This design comes from an exercise in tuning for small area on the open sky130 flow, not from production work.
In this exercise RTL edits were held to simulation tests only and were not proved equivalent to the original.
The clock input has no modelled driver; a real chip could not lean on it and would need a root buffer or a full tree.
No activity file was given, so power comes from the tool's default toggle rates.

Design calc_top, start of the top module:
module calc_top #(
    parameter int CLKS_PER_BIT    = 16,
    parameter int DEBOUNCE_CYCLES = 8
) (
    input  logic             clk,
    input  logic             rstn,
    input  logic             rxd,
    input  logic             key,
    output logic             txd,
    output calc_pkg::ascii_t digit_tens,
    output calc_pkg::ascii_t digit_units
);
For scale: roughly 430 cells after synthesis, about 21 I/O pins.
==> flow/config.mk <==
export PLATFORM = sky130hd
export DESIGN_NAME = calc_top
export DESIGN_NICKNAME = calc_top
export VERILOG_FILES = /design/flow/design.v
export SDC_FILE = /design/flow/constraint.sdc
export NUM_CORES = 4
export LEC_CHECK = 0
export ABC_AREA = 1
export CAP_MARGIN = 20
export CORE_MARGIN = 2
export CORE_UTILIZATION = 76
export PLACE_DENSITY = 0.95
export SLEW_MARGIN = 20
==> flow/constraint.sdc <==
create_clock -name core_clock -period 40.0 [get_ports {clk}]
set_input_delay 8.0000 -clock core_clock [delete_from_list [all_inputs] [get_ports {clk}]]
set_output_delay 8.0000 -clock core_clock [all_outputs]
set_load 0.01 [all_outputs]
standard.sh (not shown) runs the stock make flow with config.mk's settings and CLKGATE_MAP_FILE= SYNTH_SCRIPT=/design/flow/synth_recipe.tcl, a recipe that flattens the netlist after the stock synthesis.
==> flow/flow/run.sh <==
#!/bin/bash
# The standard flow's layout, with: synthesis logic mapped by an area-oriented abc script
# (area.abc) and no adder extraction (same flip-flops), unit-size port
# buffers, and a small clock tree built by cts_hook.tcl instead of an H-tree.
set -eo pipefail
F=$(pwd)/flow
bash standard.sh finish \
  "SYNTH_SCRIPT=$F/synth.tcl" \
  "ADDER_MAP_FILE=" \
  "BUFFER_PORTS_ARGS=-buffer_cell sky130_fd_sc_hd__buf_1" \
  "PRE_CTS_TCL=$F/cts_hook.tcl" \
  > standard_run.log 2>&1
==> flow/flow/abc_0.script <==
strash
dch -f
amap
strash
dch -f
amap
topo
==> flow/flow/abc_1.script <==
strash
&get -n
&deepsyn -T 30 -S 1
&put
dch -f
amap
topo
==> flow/flow/abc_2.script <==
strash
&get -n
&deepsyn -T 30 -S 2
&put
dch -f
amap
topo
==> flow/flow/abc_3.script <==
strash
&get -n
&deepsyn -T 30 -S 3
&put
dch -f
amap
topo
==> flow/flow/abc_4.script <==
strash
&get -n
&deepsyn -T 30 -S 4
&put
dch -f
amap
topo
==> flow/flow/abc_5.script <==
strash
&get -n
&deepsyn -T 30 -S 5
&put
dch -f
amap
topo
==> flow/flow/abc_6.script <==
strash
&get -n
&deepsyn -T 30 -S 6
&put
dch -f
amap
topo
==> flow/flow/abc_7.script <==
strash
&get -n
&deepsyn -T 30 -S 7
&put
dch -f
amap
topo
==> flow/flow/abc_8.script <==
strash
&get -n
&deepsyn -T 30 -S 8
&put
dch -f
amap
topo
==> flow/flow/cts_hook.tcl <==
# Sourced by ORFS's cts.tcl just before it builds the clock tree.  The design
# is small, so instead of an H-tree the clock sinks are split into a few
# clusters by location (k-means), each driven by one clock buffer at its
# centre, and a root buffer drives those; cts.tcl then legalizes the buffers
# and repairs timing as usual.
set ::cts_clusters 5
set ::cts_leaf_buf sky130_fd_sc_hd__clkbuf_8
set ::cts_root_buf sky130_fd_sc_hd__clkbuf_2

proc clock_tree_synthesis { args } {
  set block [ord::get_db_block]
  set dbu [$block getDbUnitsPerMicron]
  set pins [get_pins -of_objects [get_nets clk]]
  set xs {}
  set ys {}
  foreach p $pins {
    set bbox [[[sta::sta_to_db_pin $p] getInst] getBBox]
    lappend xs [expr {([$bbox xMin] + [$bbox xMax]) / 2.0 / $dbu}]
    lappend ys [expr {([$bbox yMin] + [$bbox yMax]) / 2.0 / $dbu}]
  }
  set n [llength $pins]
  set k $::cts_clusters
  # k-means, seeded with sinks spread along the list sorted by x + y
  set order [lsort -real -indices [lmap x $xs y $ys {expr {$x + $y}}]]
  set cx {}
  set cy {}
  for {set c 0} {$c < $k} {incr c} {
    set i [lindex $order [expr {int(($c + 0.5) * $n / $k)}]]
    lappend cx [lindex $xs $i]
    lappend cy [lindex $ys $i]
  }
  for {set iter 0} {$iter < 50} {incr iter} {
    set assign {}
    for {set i 0} {$i < $n} {incr i} {
      set best 0
      set bd 1e30
      for {set c 0} {$c < $k} {incr c} {
        set d [expr {abs([lindex $xs $i] - [lindex $cx $c]) + abs([lindex $ys $i] - [lindex $cy $c])}]
        if {$d < $bd} { set bd $d; set best $c }
      }
      lappend assign $best
    }
    set ncx {}
    set ncy {}
    for {set c 0} {$c < $k} {incr c} {
      set sx 0.0; set sy 0.0; set m 0
      for {set i 0} {$i < $n} {incr i} {
        if {[lindex $assign $i] == $c} {
          set sx [expr {$sx + [lindex $xs $i]}]
          set sy [expr {$sy + [lindex $ys $i]}]
          incr m
        }
      }
      if {$m > 0} {
        lappend ncx [expr {$sx / $m}]
        lappend ncy [expr {$sy / $m}]
      } else {
        lappend ncx [lindex $cx $c]
        lappend ncy [lindex $cy $c]
      }
    }
    set cx $ncx
    set cy $ncy
  }
  # one buffer per cluster on the clock net, then a root buffer between the
  # clock port and those buffers, at the centre of the cluster centres
  for {set c 0} {$c < $k} {incr c} {
    set load {}
    for {set i 0} {$i < $n} {incr i} {
      if {[lindex $assign $i] == $c} { lappend load [lindex $pins $i] }
    }
    if {[llength $load] == 0} { continue }
    puts "clock cluster $c: [llength $load] sinks at [lindex $cx $c] [lindex $cy $c]"
    insert_buffer -buffer_cell $::cts_leaf_buf -net clk -load_pins $load \
      -location [list [lindex $cx $c] [lindex $cy $c]] \
      -buffer_name clkbuf_leaf_$c -net_name clk_leaf_$c
  }
  set rx [expr {([tcl::mathop::+ {*}$cx]) / $k}]
  set ry [expr {([tcl::mathop::+ {*}$cy]) / $k}]
  insert_buffer -buffer_cell $::cts_root_buf -net clk -location [list $rx $ry] \
    -buffer_name clkbuf_root -net_name clk_root
}
==> flow/flow/synth.tcl <==
# The standard flow's synthesis script, except that the logic is mapped for area: abc is
# run with several area-oriented scripts (abc_*.script here) and the
# smallest result is kept.  Flip-flop mapping and all other steps are
# unchanged.
proc synth {args} { yosys synth -nofsm -noshare {*}$args }
set ::area_abc_dir [file dirname [file normalize [info script]]]
proc abc {args} {
  set i [lsearch -exact $args -script]
  set stat_args {}
  foreach lib $::env(LIB_FILES) { lappend stat_args -liberty $lib }
  set tmp $::env(OBJECTS_DIR)/abc_area_stat.txt
  set best ""
  set best_area 1e30
  yosys design -save abc_pre
  foreach script [lsort [glob $::area_abc_dir/abc_*.script]] {
    yosys design -load abc_pre
    yosys abc {*}[lreplace $args [expr {$i + 1}] [expr {$i + 1}] $script]
    yosys tee -q -o $tmp stat {*}$stat_args
    set f [open $tmp r]
    set txt [read $f]
    close $f
    if { [regexp {Chip area for module '[^']*': ([0-9.]+)} $txt -> area] } {
      puts "abc script [file tail $script]: area $area"
      if { $area < $best_area } {
        set best_area $area
        set best $script
        yosys design -save abc_best
      }
    }
  }
  puts "abc: kept [file tail $best], area $best_area"
  yosys design -load abc_best
}
source $::env(SCRIPTS_DIR)/synth.tcl
# left out here: clear keep_hierarchy, flatten, clean up, hide names made inside functions, write 1_2_yosys.v
The baseline ran to the end with no violations.
Next try:
--- a/flow/flow/cts_hook.tcl
+++ b/flow/flow/cts_hook.tcl
@@ -6 +6 @@
-set ::cts_clusters 5
+set ::cts_clusters 7
@@ -8 +8 @@
-set ::cts_root_buf sky130_fd_sc_hd__clkbuf_2
+set ::cts_root_buf sky130_fd_sc_hd__clkbuf_4
- CORE_UTILIZATION: 76 -> 70
- PLACE_DENSITY: 0.95 -> default
removed: flow/flow/abc_5.script
removed: flow/flow/abc_6.script
removed: flow/flow/abc_7.script
removed: flow/flow/abc_8.script
Effect:
- clock skew went down by 0.034 ns
- critical path depth rose by 2
- worst setup slack gets better by 0.12 ns
- flip-flop and latch count stays the same
- hold slack got worse by 0.0047 ns
- combinational power went up by 100%
- sequential power rose by about 10%
- wire length rose by 3.5%
Next try:
==> flow/flow/area.abc (new file) <==
strash
&get -n
&deepsyn -T 60
&put
dch -f
amap
topo
==> flow/flow/synth.tcl (replaced) <==
# The standard flow's synthesis script, with an area-only abc script for the logic
# (flip-flop mapping and everything else unchanged)
proc synth {args} { yosys synth -nofsm -noshare {*}$args }
set ::area_abc_script [file join [file dirname [file normalize [info script]]] area.abc]
proc abc {args} {
  set i [lsearch -exact $args -script]
  if { $i >= 0 } {
    set args [lreplace $args [expr {$i + 1}] [expr {$i + 1}] $::area_abc_script]
  }
  yosys abc {*}$args
}
source $::env(SCRIPTS_DIR)/synth.tcl
# left out here: clear keep_hierarchy, flatten, clean up, hide names made inside functions, write 1_2_yosys.v
removed: flow/flow/abc_0.script
removed: flow/flow/abc_1.script
removed: flow/flow/abc_2.script
removed: flow/flow/abc_3.script
removed: flow/flow/abc_4.script
The new run finished clean. Global-route usage decreases by 0.31 points. Wire length went down by about 0.45%. Final area climbs by about 0.7%.
No run of this note takes its clock network from TritonCTS; it comes from the design's own scripts or RTL.

-- separate check: timing with driven ports --
Ports are ideal in the flow. The routed layouts listed here were re-timed in OpenROAD.
Step 1 (the two cells are an assumption about what drives the block):
set clk [get_ports {clk}]
set_driving_cell -lib_cell sky130_fd_sc_hd__clkbuf_16 $clk
set_driving_cell -lib_cell sky130_fd_sc_hd__buf_2 [delete_from_list [all_inputs] $clk]
Step 2, shift: input delay + t, output delay - t, t = (earliest + latest rising clock arrival at the registers) / 2. This alone moves slack from input paths to output paths.
Slacks: ideal / step 1 / step 2; pairs: ideal / step 1.
| run | shift t [ns] | setup slack, ns | worst slew at a driven data input, ns | pins driven straight from the clock port |
|---|---|---|---|---|
| the first run | 0.489 | 29.863 / 29.838 / 30.327 | 0.03 | 1 |
| the second run | 0.450 | 29.981 / 29.953 / 30.403 | 0.03 | 1 |
| the third run | 0.435 | 29.928 / 29.902 / 30.337 | 0.03 | 1 |
After both steps every run listed still meets setup and hold.
